Context: an optimization exercise on an open-source flow, tuned for small area. The choices shown serve that exercise and are no tape-out recipe.
Function was checked by simulation only, so behaviour that the tests miss may differ from the original.
No activity file was given, so power comes from the tool's default toggle rates.

<file path="flow/design.v">
module pwm_multi_generator #(
    parameter int N_CH       = 16,
    parameter int CNT_WIDTH  = 9,
    parameter int CYCLE      = 512,
    parameter int DATA_WIDTH = 8
) (
    input  logic                                      clk,
    input  logic                                      rst_n,
    input  logic                                      sync,
    input  logic                                      we,
    input  logic [((N_CH > 1) ? $clog2(N_CH) : 1)-1:0] addr,
    input  logic [DATA_WIDTH-1:0]                     wduty,
    input  logic [DATA_WIDTH-1:0]                     wphase,
    input  logic [CNT_WIDTH-1:0]                      duty_offset,
    input  logic                                      out_en,
    output logic [CNT_WIDTH-1:0]                      cyc_time,
    output logic                                      update,
    output logic [N_CH-1:0]                           pwm_out
);
    logic [8:0]  time_q;
    logic [15:0] pwm_q;
    logic [15:0] sh_vld_q, act_vld_q;
    logic        wrap;
    logic [7:0]  tu;
    logic [8:0]  k;
    logic [8:0]  m;
    logic        neg;
    logic [8:0]  wsum;
    logic [15:0] pwm_d;
    function automatic logic ge8(input logic [7:0] a, input logic [7:0] nb);
        logic c;
        c = 1'b1;
        for (int j = 0; j < 8; j++)
            c = (a[j] & nb[j]) | (a[j] & c) | (nb[j] & c);
        ge8 = c;
    endfunction
    assign wrap = sync | (time_q == 9'd511);
    assign tu   = time_q[8:1];
    assign k    = {1'b0, duty_offset[8:1]} + {8'd0, ~time_q[0] & duty_offset[0]};
    assign m    = {1'b0, tu} - k;
    assign neg  = m[8];
    assign wsum = {1'b0, wphase} + {1'b0, wduty};
    always_ff @(posedge clk or negedge rst_n) begin
        if (!rst_n) begin
            time_q    <= '0;
            pwm_q     <= '0;
            sh_vld_q  <= '0;
            act_vld_q <= '0;
        end else begin
            time_q <= wrap ? 9'd0 : time_q + 9'd1;
            pwm_q  <= pwm_d;
            if (we) sh_vld_q[addr] <= 1'b1;
            if (wrap) act_vld_q <= sh_vld_q;
        end
    end
    for (genvar i = 0; i < 16; i++) begin : g_ch
        logic [7:0] sh_ph_q, act_ph_q;
        logic [8:0] sh_sum_q, act_sum_q;
        logic       c1, lt;
        always_ff @(posedge clk) begin
            if (we && addr == 4'(i)) begin
                sh_ph_q  <= ~wphase;
                sh_sum_q <= ~wsum;
            end
            if (wrap) begin
                act_ph_q  <= sh_ph_q;
                act_sum_q <= sh_sum_q;
            end
        end
        assign c1 = ge8(tu, act_ph_q);
        assign lt = ~ge8(m[7:0], act_sum_q[7:0]);
        wire x = c1 | neg;
        wire top = (x & ~act_sum_q[8]) | (x & lt) | (~act_sum_q[8] & lt);
        assign pwm_d[i] = out_en & (act_vld_q[i]
            ? ((c1 & neg) | top)
            : neg);
    end
    assign cyc_time = time_q;
    assign update   = (time_q == 9'd511);
    assign pwm_out  = pwm_q;
endmodule
</file>
<file path="flow/flow/run.sh">
#!/bin/bash
# Own layout flow: the standard flow (standard.sh) with
#  - the standard synthesis, but with adders left to ABC (no ADDER_MAP_FILE
#    full/half-adder cells) and an area-oriented ABC mapping script,
#  - port buffers of the smallest buffer cell,
#  - larger clock-tree sink clusters and no CTS dummy loads.
# Each step's full output is in orfs/logs/; make's output is in standard.log.
set -euo pipefail
export FLOW_WORK="$PWD"
bash standard.sh \
  SYNTH_SCRIPT="$PWD/flow/my_synth.tcl" \
  ADDER_MAP_FILE= \
  BUFFER_PORTS_ARGS="-buffer_cell sky130_fd_sc_hd__buf_1" \
  CTS_ARGS="-sink_clustering_enable -repair_clock_nets -sink_clustering_size 15 -sink_clustering_max_diameter 60 -buf_list sky130_fd_sc_hd__clkbuf_8 -dont_use_dummy_load" \
  finish > standard.log 2>&1
</file>
<file path="flow/flow/area.abc">
strash
&get -n
&fraig -x
&put
scorr
dc2
strash
&get -n
&dch -f
&nf
&put
</file>
<file path="flow/flow/my_synth.tcl">
# The standard synthesis (synth_recipe.tcl) with only the final ABC technology
# mapping script replaced by an area-oriented one (flow/area.abc). Registers
# are mapped before ABC runs, so they are the same as the standard synthesis's.
proc abc {args} {
  set i [lsearch -exact $args -script]
  if {$i >= 0} {
    set args [lreplace $args [expr {$i + 1}] [expr {$i + 1}] $::env(FLOW_WORK)/flow/area.abc]
  }
  puts "abc with area script: $args"
  yosys abc {*}$args
}
source $::env(FLOW_WORK)/synth_recipe.tcl
</file>
<file path="flow/standard.sh">
#!/bin/bash
# synth_recipe.tcl (not shown) runs the flow's synth.tcl, then flattens the netlist and writes it again
# the make line also repeats each setting of config.mk as NAME=value (left out here)
make -C /OpenROAD-flow-scripts/flow DESIGN_CONFIG=/design/flow/config.mk WORK_HOME=/design/flow/orfs CLKGATE_MAP_FILE= SYNTH_SCRIPT=/design/flow/synth_recipe.tcl "${@:-finish}"
</file>
<file path="flow/config.mk">
export PLATFORM = sky130hd
export DESIGN_NAME = pwm_multi_generator
export DESIGN_NICKNAME = pwm_multi_generator
export VERILOG_FILES = /design/flow/design.v
export SDC_FILE = /design/flow/constraint.sdc
export NUM_CORES = 4
export LEC_CHECK = 0
export CAP_MARGIN = 0
export CORE_MARGIN = 2
export CORE_UTILIZATION = 60
export PLACE_DENSITY = 0.75
export SLEW_MARGIN = 0
</file>
<file path="flow/constraint.sdc">
create_clock -name core_clock -period 8.0 [get_ports {clk}]
set_input_delay 1.6000 -clock core_clock [delete_from_list [all_inputs] [get_ports {clk}]]
set_output_delay 1.6000 -clock core_clock [all_outputs]
set_load 0.01 [all_outputs]
</file>
==> out/metrics.csv, run 1 <==
metric,value,unit
status,no timing/DRC/antenna violations,
WL met2,20.7,mm
Die W,194,µm
RR Endpoint,pwm_q[6],
Min-Delay Endpoint,g_ch[1].act_sum_q[7],
CP Cell Sequence,"buf_1, clkinv_1, maj3_1, xnor3_1, maj3_1, maj3_1, maj3_1, maj3_1, maj3_1, a21oi_1, a2bb2oi_1, o211ai_1, a21boi_0",
P&R area growth vs syn,8.34,%
#FFs+latches synth,601,
worst hold path depth,0,
fraction of synthesized cell area in xor and xnor cells,0.0130,
Max Slew Vio Count,0,
Routed met3 length,3.76,mm
clock-pin slew on the worst setup and hold paths,0.09,ns
GRT Total Usage,0.234,
share of cells above drive strength 1,0.0792,
"Period Utilization, post-route",0.617,
vias in the first global route,11100,
"Seq/Total Area, Yosys",0.818,
Initial Util,0.610,
worst r2r path cells,12,
routed len/inst,24.3,µm
CTS max path bufs,3,
main combinational cell family by area after synthesis,compound AO/OA/AOI/OAI gates,
Startpoint Class,input port,
fmax,203,MHz
Final Critical Period,4.93,ns
post-CTS resize count,0,
IO Pins,60,
syn_nets,1245,
"Design Area, Final",23500,µm²
post-synthesis adder-cell area fraction,0.0327,
Residual DRC,0,
Pwr Density,234,nW/µm²
Post-synth ARST share,0.0948,
Post-Syn Instances,1211,
"Top cell by count, worst path",maj3_1,
Final Net Count,1387,
count of buffers from port buffering,59,
mux cell area share after synthesis,0,
Clock Sinks,601,
global route overflow,0,
maxcap violations,0,
met1 WL,18.5,mm
Unique masters post-synth,40,
crit path max fanout,17,
r2r setup slk,3.57,ns
most frequent cells in the layout,"edfxtp_1 (544), a21oi_1 (95), nand2_1 (71), maj3_1 (71), o22ai_1 (68)",
Post-DP Area,22900,µm²
static leakage,7.57,nW
post-CTS setup repair buffer count,0,
cts bufs inserted,46,
RSZ-0062 raised after global routing,no,
First-pass DRT Iterations,5,
total number of yosys warnings,1,
top sig layer,met4,
Compound-Gate Fraction of Synth Area,0.0936,
"wirelength, routed",44.0,mm
Skew-Pair Late Insertion Delay,0.58,ns
Via Count,11400,
slew of the pin with the lowest slew margin,1.16,ns
Final setup viols,0,
Setup crit end kind,register,
maximum vdd ir drop,0.137,mV
Min-Delay Path Class,reg2reg,
reg-to-reg startpoint,time_q[0],
Post-synth EDFFs,544,
routed vias/inst,6.27,
CP max stage delay,0.51,ns
critical path's slowest cell,xnor3_1,
CP Buf/Inv Count,2,
clock skew,0.0608,ns
Core Box Area,35600,µm²
syn_area_per_cell,17.9,µm²
Overall Power,5.50,mW
Layout Utilization,0.661,
gpl congestion,0.820,
initial antenna violation count,1,
"most common cell after layout, fill and taps aside",edfxtp_1,
Final Hold Viols,0,
CTS Root Cell,clkbuf_8,
Arrival @ worst endpoint,5.38,ns
die area,37700,µm²
slew margin rel.,0.226,
Crit Path Class,in2reg,
Crit path required time,8.45,ns
Die H,194,µm
setup tns final,0,ns
hold path start,g_ch[1].sh_sum_q[7],
CTS tree,built,
row cnt,69,
Routed Antenna Nets,0,
H-tree depth,2,
first-pass GRT wire length,66.6,mm
hold buffers post-CTS,0,
largest net degree at the start of global routing,160,
Post-Syn Area,21700,µm²
DR iter-0 viols,1350,
Most used DFF post-synth,edfxtp_1,
Simple-Gate Fraction of Synth Area,0.0384,
Detail Placement HPWL,25.9,mm
cell family with most CP delay,adder cells,
-- power breakdown --
part	switching, mW	internal, mW	total, mW
registers	0.0567	3.58	3.64
logic	0.319	0.166	0.486
clock network	0.862	0.516	1.38
-- how the worst max path moves through the flow --
stage,start,endpoint,slack (ns),cells after the start
after global placement,duty_offset[1],pwm_q[10],2.58,13
after detailed placement,duty_offset[1],pwm_q[15],2.51,13
after CTS,duty_offset[1],pwm_q[9],3.09,13
after global routing,duty_offset[1],pwm_q[15],2.91,13
after floorplan,time_q[2],g_ch[0].act_ph_q[0],1.42,7
final,duty_offset[1],pwm_q[6],3.07,13
-- registers in the layout, indices dropped and copies added (netlist names) --
signal	cells
act_vld_q	16
g_ch.act_ph_q	128
g_ch.act_sum_q	144
g_ch.sh_ph_q	128
g_ch.sh_sum_q	144
pwm_q	16
sh_vld_q	16
time_q	9
-- cell families (layout without fill, tap and decap cells) --
family	after synthesis	count (layout)
flip-flops	601	601
AO/OA/AOI/OAI	309	309
AND/OR/NAND/NOR	178	178
adder cells (fa/ha/maj)	71	71
XOR/XNOR	29	29
buffers and inverters	23	163
other	0	1
-- synth_stat cells, types with 2 or more instances --
cell type | count | area, µm²
nand3b_1 | 2 | 15.0
xnor3_1 | 2 | 45.0
a21o_1 | 7 | 52.6
o22ai_1 | 68 | 425
edfxtp_1 | 544 | 16300
nand3_1 | 9 | 45.0
maj3_1 | 71 | 711
a21boi_0 | 8 | 60.1
xnor2_1 | 19 | 166
clkinv_1 | 23 | 86.3
a221oi_1 | 8 | 70.1
dfrtp_1 | 57 | 1430
o21ai_0 | 23 | 115
a22oi_1 | 35 | 263
o221ai_1 | 16 | 140
a2bb2oi_1 | 9 | 78.8
a21oi_1 | 95 | 475
nor3_1 | 9 | 45.0
nand2_1 | 71 | 267
o21a_1 | 10 | 75.1
nor2_1 | 34 | 128
xor2_1 | 8 | 70.1
nand2b_1 | 19 | 119
nor2b_1 | 7 | 43.8
or2_0 | 17 | 106
a221o_1 | 13 | 130
and2_0 | 4 | 25.0
and3_1 | 4 | 25.0
o211ai_1 | 8 | 60.1
-- routing by layer --
layer | vias to the layer above | GRT usage
li1 | 5066 | -
met1 | 5698 | 0.349
met2 | 533 | 0.368
met3 | 65 | 0.0379
met4 | 0 | 0.0629
met5 | - | 0
-- final cells by class --
| cell class | instances | area, µm² |
|---|---|---|
| sequential | 601 | 17800 |
| multi-input combinational | 587 | 3960 |
| clock buffer | 46 | 633 |
| inverter | 23 | 98.8 |
| timing repair buffer | 94 | 485 |
| tap | 461 | 577 |
| antenna | 1 | 2.50 |
| fill | 2359 | 12100 |
-- per-stage QoR --
step / hold WS (ns) / std cells / worst slack [ns]
after floorplan: 0.400 / 1211 / 1.42
after global placement: 0.400 / 1766 / 2.58
after detailed placement: 0.405 / 1766 / 2.51
after CTS: 0.412 / 1812 / 3.09
after global routing: 0.425 / 1813 / 2.91
final: 0.408 / 1813 / 3.07
==> run 2, diff against run 1 <==
==> flow/flow/area.abc (replaced) <==
strash
&get -n
&fraig -x
&put
scorr
dc2
balance
rewrite
refactor
balance
rewrite
rewrite -z
balance
refactor -z
rewrite -z
balance
strash
&get -n
&dch -f
&nf -R 1000
&put
--- a/flow/config.mk
+++ b/flow/config.mk
@@ -6,7 +6,7 @@
 export NUM_CORES = 4
 export LEC_CHECK = 0
-export CAP_MARGIN = 0
+export CAP_MARGIN = 20
 export CORE_MARGIN = 2
 export CORE_UTILIZATION = 60
 export PLACE_DENSITY = 0.75
-export SLEW_MARGIN = 0
+export SLEW_MARGIN = 20
==> out/metrics.csv, run 2 <==
metric,value,unit
status,no timing/DRC/antenna violations,
largest net degree at the start of global routing,208,
syn_nets,1294,
Layout Utilization,0.662,
Setup crit end kind,register,
Skew-Pair Late Insertion Delay,0.60,ns
Yosys top cell by area,edfxtp_1,
Post-Syn Area,21600,µm²
slew margin rel.,0.252,
slew of the pin with the lowest slew margin,1.12,ns
Clock Sinks,601,
RSZ-0062 raised after global routing,no,
CTS Root Cell,clkbuf_8,
worst r2r path cells,18,
gpl congestion,0.910,
routed vias/inst,6.26,
First-pass DRT Iterations,6,
Initial Util,0.609,
Pwr Density,236,nW/µm²
Min-Delay Path Class,reg2reg,
clock-pin slew on the worst setup and hold paths,0.09,ns
"Top cell by count, worst path",maj3_1,
worst hold path depth,0,
P&R area growth vs syn,8.72,%
Crit Path Class,in2reg,
vias in the first global route,11400,
hold buffers post-CTS,0,
GRT Total Usage,0.241,
most numerous cell in the Yosys netlist,edfxtp_1,
Post-Syn Instances,1260,
Die H,194,µm
row cnt,69,
H-tree depth,2,
Most used DFF post-synth,edfxtp_1,
main area contributors after synthesis,"edfxtp_1 (76%), dfrtp_1 (6.6%), o22ai_1 (2.8%)",
"Design Area, Final",23500,µm²
die area,37500,µm²
CTS max path bufs,3,
Synth top area share,0.756,
post-CTS setup repair buffer count,0,
crit path max fanout,18,
maximum vdd ir drop,0.177,mV
Final setup viols,0,
CTS tree,built,
total number of yosys warnings,1,
static leakage,7.50,nW
cts bufs inserted,46,
Arrival @ worst endpoint,5.85,ns
setup tns final,0,ns
Max Slew Vio Count,0,
maxcap violations,0,
first-pass GRT wire length,68.1,mm
CP max stage delay,0.66,ns
routed len/inst,24.2,µm
Residual DRC,0,
Final Hold Viols,0,
"Seq/Total Area, Yosys",0.822,
Top Registers,"g_ch.act_sum_q x144, g_ch.sh_sum_q x144",
DR iter-0 viols,1218,
Net Switching,1.29,mW
Comb pwr share,0.093,
Crit path required time,8.46,ns
syn_area_per_cell,17.1,µm²
top post-synthesis cells by count,"edfxtp_1 (544), nand2_1 (118), o22ai_1 (98)",
P_int,4.26,mW
Startpoint Class,input port,
sequential fraction of design power,0.656,
count of buffers from port buffering,59,
Post-synth EDFFs,544,
global route overflow,0,
CP Cell Sequence,"buf_1, nor2b_1, maj3_1, xnor2_1, nor2_1, nor3_1, maj3_1, maj3_1, maj3_1, xnor2_2, buf_4, a22oi_1, o21ai_0, o221ai_1, nand2_1, o21ai_0, nand3_1, a21boi_0",
Unique masters post-synth,33,
Final Critical Period,5.39,ns
"Period Utilization, post-route",0.674,
fmax,185,MHz
Post-synth ARST share,0.0948,
Die W,194,µm
Core Box Area,35500,µm²
IO Pins,60,
Final Net Count,1441,
share of cells above drive strength 1,0.0797,
switching share of power,0.232,
"most common cell after layout, fill and taps aside",edfxtp_1,
post-CTS resize count,0,
area of the multi-input gates,3860,µm²
Clock Power Share,0.250,
Post-DP Area,22800,µm²
"wirelength, routed",45.2,mm
critical path's slowest cell,xnor2_2,
most frequent cells in the layout,"edfxtp_1 (544), nand2_1 (118), o22ai_1 (97), o21ai_0 (58), buf_1 (58)",
Routed Antenna Nets,0,
Via Count,11700,
layout filler cell count,2287,
#FFs+latches synth,601,
initial antenna violation count,2,
FF/Latch Area,17800,µm²
Detail Placement HPWL,28.1,mm
clock skew,0.0631,ns
-- run 2: cell count changes in the layout (fill, tap and decap cells not counted), moves of 9 or more --
cell,previous run,this run
nand2b_1,19,4
maj3_1,71,24
o22ai_1,68,97
a31oi_1,0,16
nor2b_1,7,16
nor2_1,20,57
nand2_1,71,118
o21ai_0,23,58
o21a_1,10,1
a221oi_1,8,32
a2bb2oi_1,9,0
a22oi_1,35,24
a21oi_1,95,42
-- run 2: final timing paths --
| path | from | end | slack, ns |
|---|---|---|---|
| max | duty_offset[0] | pwm_q[12] | 2.61 |
| max reg2reg | time_q[1] | pwm_q[12] | 3.04 |
| max in group asynchronous | rst_n | sh_vld_q[5] | 6.27 |
| min reg2reg | g_ch[8].sh_ph_q[7] | g_ch[8].act_ph_q[7] | 0.40 |
| min in group asynchronous | rst_n | pwm_q[1] | 1.18 |
| min | g_ch[8].sh_ph_q[7] | g_ch[8].act_ph_q[7] | 0.40 |
-- run 2: cell families (layout without fill, tap and decap cells) --
family	after synthesis	in the layout	share of synthesized area
buf+inv	25	170	0.00434
other cells	0	1	0
flops	601	601	0.822
mux	1	1	0.000521
simple gates	255	255	0.0510
fa+ha+maj	24	24	0.0111
xor+xnor	34	34	0.0138
compound gates	320	320	0.0971
-- run 2: layout make-up --
cell class	count	area share
Antenna cell	1	0.000107
Inverter	25	0.00453
Multi-Input combinational cell	634	0.164
Tap cell	461	0.0246
Clock buffer	46	0.0270
Timing Repair Buffer	99	0.0231
Sequential cell	601	0.756
-- run 2: stage by stage --
stage / worst slack [ns] / power, mW / instances / hold WS [ns]
2_1_floorplan: 0.977 / 4.00 / 1260 / 0.400
3_5_place_dp: 2.03 / 4.23 / 1819 / 0.405
6_report: 2.61 / 5.55 / 1867 / 0.404
4_1_cts: 2.67 / 5.57 / 1865 / 0.410
3_3_place_gp: 2.24 / 4.20 / 1819 / 0.400
5_1_grt: 2.34 / 5.74 / 1866 / 0.414
-- run 2: per-layer routing --
metal  vias up  GRT usage  share of wire
met2       529      0.381           0.48
li1       5255          -              -
met3        81     0.0377          0.079
met4         2     0.0727          0.024
met1      5828      0.355           0.42
met5         -          0        0.00024
-- run 2: worst max-delay path: cells and delay by family --
kind            cells  cell delay [ns]
simple gates        5             0.64
buf+inv             2             0.40
compound gates      5             0.60
xor+xnor            2             0.87
fa+ha+maj           4             1.73
-- run 2: power groups by stage --
stage	clock, mW	combinational [mW]	sequential [mW]
6_report	1.39	0.519	3.64
5_1_grt	1.52	0.566	3.65
4_1_cts	1.41	0.516	3.64
3_5_place_dp	0	0.515	3.71
3_3_place_gp	0	0.494	3.71
2_1_floorplan	0	0.297	3.71
==> run 3, diff against run 2 <==
==> flow/flow/run.sh (replaced) <==
#!/bin/bash
# Own layout flow: the standard flow (standard.sh) with
#  - the standard synthesis, but with adders left to ABC (no ADDER_MAP_FILE
#    full/half-adder cells) and an area-oriented ABC mapping script,
#  - port buffers of the smallest buffer cell,
#  - clock-tree leaf clusters of up to 18 sinks on clkbuf_8, no CTS dummy loads.
# Each step's full output is in orfs/logs/; make's output is in standard.log.
set -euo pipefail
export FLOW_WORK="$PWD"
bash standard.sh \
  SYNTH_SCRIPT="$PWD/flow/my_synth.tcl" \
  ADDER_MAP_FILE= \
  BUFFER_PORTS_ARGS="-buffer_cell sky130_fd_sc_hd__buf_1" \
  CTS_ARGS="-sink_clustering_enable -repair_clock_nets -sink_clustering_size 18 -sink_clustering_max_diameter 60 -buf_list sky130_fd_sc_hd__clkbuf_8 -dont_use_dummy_load" \
  finish > standard.log 2>&1
==> out/metrics.csv, run 3 <==
metric,value,unit
"Top cell by count, worst path",maj3_1,
CTS tree,built,
syn_area_per_cell,17.1,µm²
Die W,194,µm
slew of the pin with the lowest slew margin,1.15,ns
Synth top area share,0.756,
RSZ-0062 raised after global routing,no,
area of the multi-input gates,3860,µm²
gpl congestion,0.910,
Top Registers,"g_ch.act_sum_q x144, g_ch.sh_sum_q x144",
Routed Antenna Nets,0,
first-pass GRT wire length,68.0,mm
GRT Total Usage,0.241,
Initial Util,0.609,
routed len/inst,24.2,µm
Yosys top cell by area,edfxtp_1,
Startpoint Class,input port,
CTS Root Cell,clkbuf_8,
count of buffers from port buffering,59,
Crit path required time,8.48,ns
main area contributors after synthesis,"edfxtp_1 (76%), dfrtp_1 (6.6%), o22ai_1 (2.8%)",
CP Cell Sequence,"buf_1, nor2b_1, maj3_1, xnor2_1, nor2_1, nor3_1, maj3_1, maj3_1, maj3_1, xnor2_2, buf_4, a22oi_1, o21ai_0, o221ai_1, nand2_1, o21ai_0, nand3_1, a21boi_0",
Final Critical Period,5.40,ns
Setup crit end kind,register,
largest net degree at the start of global routing,208,
maxcap violations,0,
"wirelength, routed",45.0,mm
global route overflow,0,
#FFs+latches synth,601,
"Design Area, Final",23400,µm²
status,no timing/DRC/antenna violations,
syn_nets,1294,
clock-pin slew on the worst setup and hold paths,0.10,ns
maximum vdd ir drop,0.182,mV
most frequent cells in the layout,"edfxtp_1 (544), nand2_1 (118), o22ai_1 (97), o21ai_0 (58), buf_1 (58)",
routed vias/inst,6.26,
Die H,194,µm
clock skew,0.0593,ns
setup ws final,2.60,ns
Post-DP Area,22800,µm²
Crit Path Class,in2reg,
Skew-Pair Late Insertion Delay,0.60,ns
Arrival @ worst endpoint,5.88,ns
CTS max path bufs,3,
Most used DFF post-synth,edfxtp_1,
Residual DRC,0,
Post-Syn Area,21600,µm²
Core Box Area,35500,µm²
"Seq/Total Area, Yosys",0.822,
static leakage,7.44,nW
critical path's slowest cell,xnor2_2,
cts bufs inserted,39,
Pwr Density,233,nW/µm²
Detail Placement HPWL,28.1,mm
H-tree depth,2,
Max Slew Vio Count,0,
Post-synth EDFFs,544,
initial antenna violation count,1,
share of cells above drive strength 1,0.0744,
Post-Syn Instances,1260,
total number of yosys warnings,1,
hold buffers post-CTS,0,
layout filler cell count,2309,
Overall Power,5.45,mW
most numerous cell in the Yosys netlist,edfxtp_1,
post-place setup slack,2.03,ns
DR iter-0 viols,1291,
post-CTS setup repair buffer count,0,
row cnt,69,
First-pass DRT Iterations,5,
Final Hold Viols,0,
Post-synth ARST share,0.0948,
Final Net Count,1433,
crit path max fanout,18,
setup tns final,0,ns
Min-Delay Path Class,reg2reg,
slew margin rel.,0.230,
"most common cell after layout, fill and taps aside",edfxtp_1,
Via Count,11600,
post-CTS resize count,0,
"Period Utilization, post-route",0.676,
IO Pins,60,
Clock Sinks,601,
CP max stage delay,0.67,ns
Final setup viols,0,
FF/Latch Area,17800,µm²
vias in the first global route,11300,
fmax,185,MHz
Unique masters post-synth,33,
P&R area growth vs syn,8.14,%
die area,37500,µm²
top post-synthesis cells by count,"edfxtp_1 (544), nand2_1 (118), o22ai_1 (98)",
run 3: cell counts after synthesis:
No cell type changed its count.
run 3: critical path, delay by kind of cell:
| family | cells | cell delay (ns) |
|---|---|---|
| fa+ha+maj | 4 | 1.74 |
| xor+xnor | 2 | 0.88 |
| simple gates | 5 | 0.64 |
| compound gates | 5 | 0.61 |
| buf+inv | 2 | 0.40 |
run 3: layer usage:
| layer | share of wire | routed length (µm) | vias up | GRT usage |
|---|---|---|---|---|
| met2 | 0.48 | 21600 | 514 | 0.386 |
| met5 | 0 | 0 | - | 0 |
| met3 | 0.079 | 3560 | 65 | 0.0346 |
| li1 | - | - | 5248 | - |
| met4 | 0.021 | 961 | 0 | 0.0656 |
| met1 | 0.42 | 18900 | 5805 | 0.355 |
run 3: metrics by stage:
stage | util | hold slack [ns] | cells
CTS | 0.658 | 0.409 | 1858
floorplan | - | 0.400 | 1260
detailed placement | 0.643 | 0.405 | 1819
global placement | 0.643 | 0.400 | 1819
global route | 0.658 | 0.409 | 1858
finish | 0.658 | 0.402 | 1859
run 3: area by class of cell:
type                       instances  area share
sequential                       601       0.760
timing repair buffer              98      0.0221
multi-input combinational        634       0.165
inverter                          25     0.00455
tap                              461      0.0247
clock buffer                      39      0.0230
antenna                            1    0.000107
run 3: logic make-up after synthesis:
group           count (synthesis)  share of synthesized area
mux                             1                   0.000521
compound gates                320                     0.0971
flops                         601                      0.822
xor+xnor                       34                     0.0138
fa+ha+maj                      24                     0.0111
buf+inv                        25                    0.00434
simple gates                  255                     0.0510
run 3: final timing paths:
check / slack (ns) / end / depth (start not counted) / from
setup / recovery: 2.60 / pwm_q[12] / 18 / duty_offset[0]
hold / removal: 0.40 / g_ch[10].act_sum_q[7] / 0 / g_ch[10].sh_sum_q[7]
setup reg to reg: 3.03 / pwm_q[12] / 18 / time_q[1]
hold reg to reg: 0.40 / g_ch[10].act_sum_q[7] / 0 / g_ch[10].sh_sum_q[7]
max in group asynchronous: 6.31 / pwm_q[11] / 2 / rst_n
min in group asynchronous: 1.16 / pwm_q[1] / 2 / rst_n
run 3: power breakdown:
group	leakage [nW]	total, mW	internal (mW)	switching, mW
sequential	5.78	3.64	3.58	0.0616
combinational	1.38	0.516	0.165	0.351
clock	0.280	1.29	0.442	0.848
==> run 4, diff against run 3 <==
--- a/flow/config.mk
+++ b/flow/config.mk
@@ -8,5 +8,5 @@
 export CAP_MARGIN = 20
 export CORE_MARGIN = 2
-export CORE_UTILIZATION = 60
-export PLACE_DENSITY = 0.75
+export CORE_UTILIZATION = 75
+export PLACE_DENSITY = 0.9
 export SLEW_MARGIN = 20
==> out/metrics.csv, run 4 <==
metric,value,unit
first-pass GRT wire length,72.4,mm
total number of yosys warnings,1,
CTS max path bufs,3,
syn_nets,1294,
P&R area growth vs syn,7.68,%
GRT Total Usage,0.325,
Final setup viols,0,
setup ws final,2.19,ns
maximum vdd ir drop,0.142,mV
"Seq/Total Area, Yosys",0.822,
Detail Placement HPWL,29.9,mm
Post-Syn Instances,1260,
Via Count,12500,
Pwr Density,236,nW/µm²
crit path max fanout,21,
Residual DRC,0,
most frequent cells in the layout,"edfxtp_1 (544), nand2_1 (118), o22ai_1 (97), o21ai_0 (58), buf_1 (58)",
First-pass DRT Iterations,8,
gpl congestion,0.876,
largest net degree at the start of global routing,158,
Synth top area share,0.756,
worst hold path depth,0,
die area,30200,µm²
DR iter-0 viols,2272,
worst r2r path cells,16,
Final Net Count,1432,
Post-Syn Area,21600,µm²
share of cells above drive strength 1,0.0731,
H-tree depth,2,
Most used DFF post-synth,edfxtp_1,
Clock Sinks,601,
Core Box Area,28500,µm²
Post-DP Area,22700,µm²
Skew-Pair Late Insertion Delay,0.59,ns
slew of the pin with the lowest slew margin,1.11,ns
cts bufs inserted,39,
"wirelength, routed",48.2,mm
"Period Utilization, post-route",0.726,
Post-synth EDFFs,544,
static leakage,7.43,nW
Startpoint Class,input port,
Unique masters post-synth,33,
Post-synth ARST share,0.0948,
top post-synthesis cells by count,"edfxtp_1 (544), nand2_1 (118), o22ai_1 (98)",
status,no timing/DRC/antenna violations,
Crit path required time,8.44,ns
slew margin rel.,0.257,
Final Hold Viols,0,
Routed Antenna Nets,0,
Yosys top cell by area,edfxtp_1,
post-CTS setup repair buffer count,0,
Die W,174,µm
Arrival @ worst endpoint,6.25,ns
routed len/inst,27.1,µm
Top Registers,"g_ch.act_sum_q x144, g_ch.sh_sum_q x144",
post-place setup slack,1.77,ns
fmax,172,MHz
r2r setup slk,2.71,ns
Die H,174,µm
CTS tree,built,
routed vias/inst,6.99,
hold buffers post-CTS,0,
CTS Root Cell,clkbuf_8,
"Design Area, Final",23300,µm²
Final Critical Period,5.81,ns
Crit Path Class,in2reg,
layout filler cell count,1304,
post-CTS resize count,0,
Min-Delay Path Class,reg2reg,
Setup crit end kind,register,
main area contributors after synthesis,"edfxtp_1 (76%), dfrtp_1 (6.6%), o22ai_1 (2.8%)",
maxcap violations,0,
clock skew,0.0601,ns
RSZ-0062 raised after global routing,no,
Initial Util,0.757,
initial antenna violation count,2,
most numerous cell in the Yosys netlist,edfxtp_1,
"most common cell after layout, fill and taps aside",edfxtp_1,
clock-pin slew on the worst setup and hold paths,0.11,ns
#FFs+latches synth,601,
row cnt,62,
count of buffers from port buffering,59,
setup tns final,0,ns
IO Pins,60,
Max Slew Vio Count,0,
syn_area_per_cell,17.1,µm²
global route overflow,0,
vias in the first global route,12200,
## run 4: cell types whose count changed in the layout (fill, tap and decap cells not counted), sizes merged
cell	delta
buf	-1
diode	+1
## run 4: critical path, cell delays in order
cell,delay [ns]
buf_1,0.06
nor2b_1,0.19
maj3_1,0.43
xnor2_1,0.33
nor2_1,0.13
nor3_1,0.53
maj3_1,0.40
maj3_1,0.27
xor2_2,0.82
o22ai_1,0.24
a21oi_1,0.24
a221oi_1,0.09
o21ai_0,0.46
o21ai_0,0.21
nand3_1,0.14
a21boi_0,0.10
## run 4: path summary, 6_finish.rpt
path,end,startpoint
worst max-delay path,pwm_q[15],duty_offset[0]
worst min-delay path,g_ch[13].act_sum_q[0],g_ch[13].sh_sum_q[0]
worst max register to register,pwm_q[15],time_q[1]
worst min register to register,g_ch[13].act_sum_q[0],g_ch[13].sh_sum_q[0]
max in group asynchronous,pwm_q[5],rst_n
min in group asynchronous,time_q[2],rst_n
## run 4: per-layer routing
metal,share of wire,up-vias,GRT usage
met5,0,-,0
met4,0.034,0,0.115
met3,0.12,129,0.0570
met2,0.49,972,0.521
met1,0.36,6110,0.465
li1,-,5246,-
## run 4: logic make-up after synthesis
| family | Yosys count | share of synthesized area |
|---|---|---|
| xor+xnor | 34 | 0.0138 |
| fa+ha+maj | 24 | 0.0111 |
| mux | 1 | 0.000521 |
| flops | 601 | 0.822 |
| simple gates | 255 | 0.0510 |
| compound gates | 320 | 0.0971 |
| buf+inv | 25 | 0.00434 |
## run 4: final cells by class
| cell class | count | area (µm²) | share of cell area |
|---|---|---|---|
| Antenna cell | 2 | 5.00 | 0.000215 |
| Clock buffer | 39 | 537 | 0.0231 |
| Inverter | 25 | 106 | 0.00457 |
| Multi-Input combinational cell | 634 | 3860 | 0.166 |
| Sequential cell | 601 | 17800 | 0.764 |
| Tap cell | 384 | 480 | 0.0207 |
| Timing Repair Buffer | 97 | 512 | 0.0220 |
## run 4: per-stage QoR
step           cells  hold WS (ns)  power [mW]   util
3_5_place_dp    1741         0.405        4.24  0.795
2_1_floorplan   1260         0.400        4.00      -
5_1_grt         1781         0.405        5.62  0.815
3_3_place_gp    1740         0.400        4.19  0.795
4_1_cts         1780         0.386        5.46  0.814
6_report        1782         0.385        5.48  0.815
## run 4: where the power goes
part | internal (mW) | total, mW | switching (mW) | leakage (nW)
combinational | 0.165 | 0.537 | 0.372 | 1.37
clock | 0.442 | 1.30 | 0.853 | 0.280
sequential | 3.58 | 3.65 | 0.0679 | 5.78

[static timing again, ports no longer ideal]
Ports are ideal in the flow. The routed layouts listed here were re-timed in OpenROAD. Step 1 sets driving cells, clkbuf_16 on the clock port and buf_2 on the other inputs (assumed; they add their load-dependent delay and slew). Step 2, shift: input delay + t, output delay - t, t = (earliest + latest rising clock arrival at the registers) / 2. This alone moves slack from input paths to output paths. Three values: ideal, step 1, step 2; two values: the first two.
| run | shift t [ns] | setup slack, ns | worst setup path at the end |
|---|---|---|---|
| run 1 | 0.603 | 3.067 / 3.084 / 2.481 | input to register |
| run 2 | 0.619 | 2.606 / 2.633 / 2.014 | input to register |
| run 3 | 0.618 | 2.595 / 2.623 / 2.005 | input to register |
| run 4 | 0.606 | 2.193 / 2.203 / 1.597 | input to register |
After both steps every run listed still meets setup and hold. The setup slack of run 4, which loses most, moves by +0.010 ns with the drivers and by -0.596 ns with both steps.
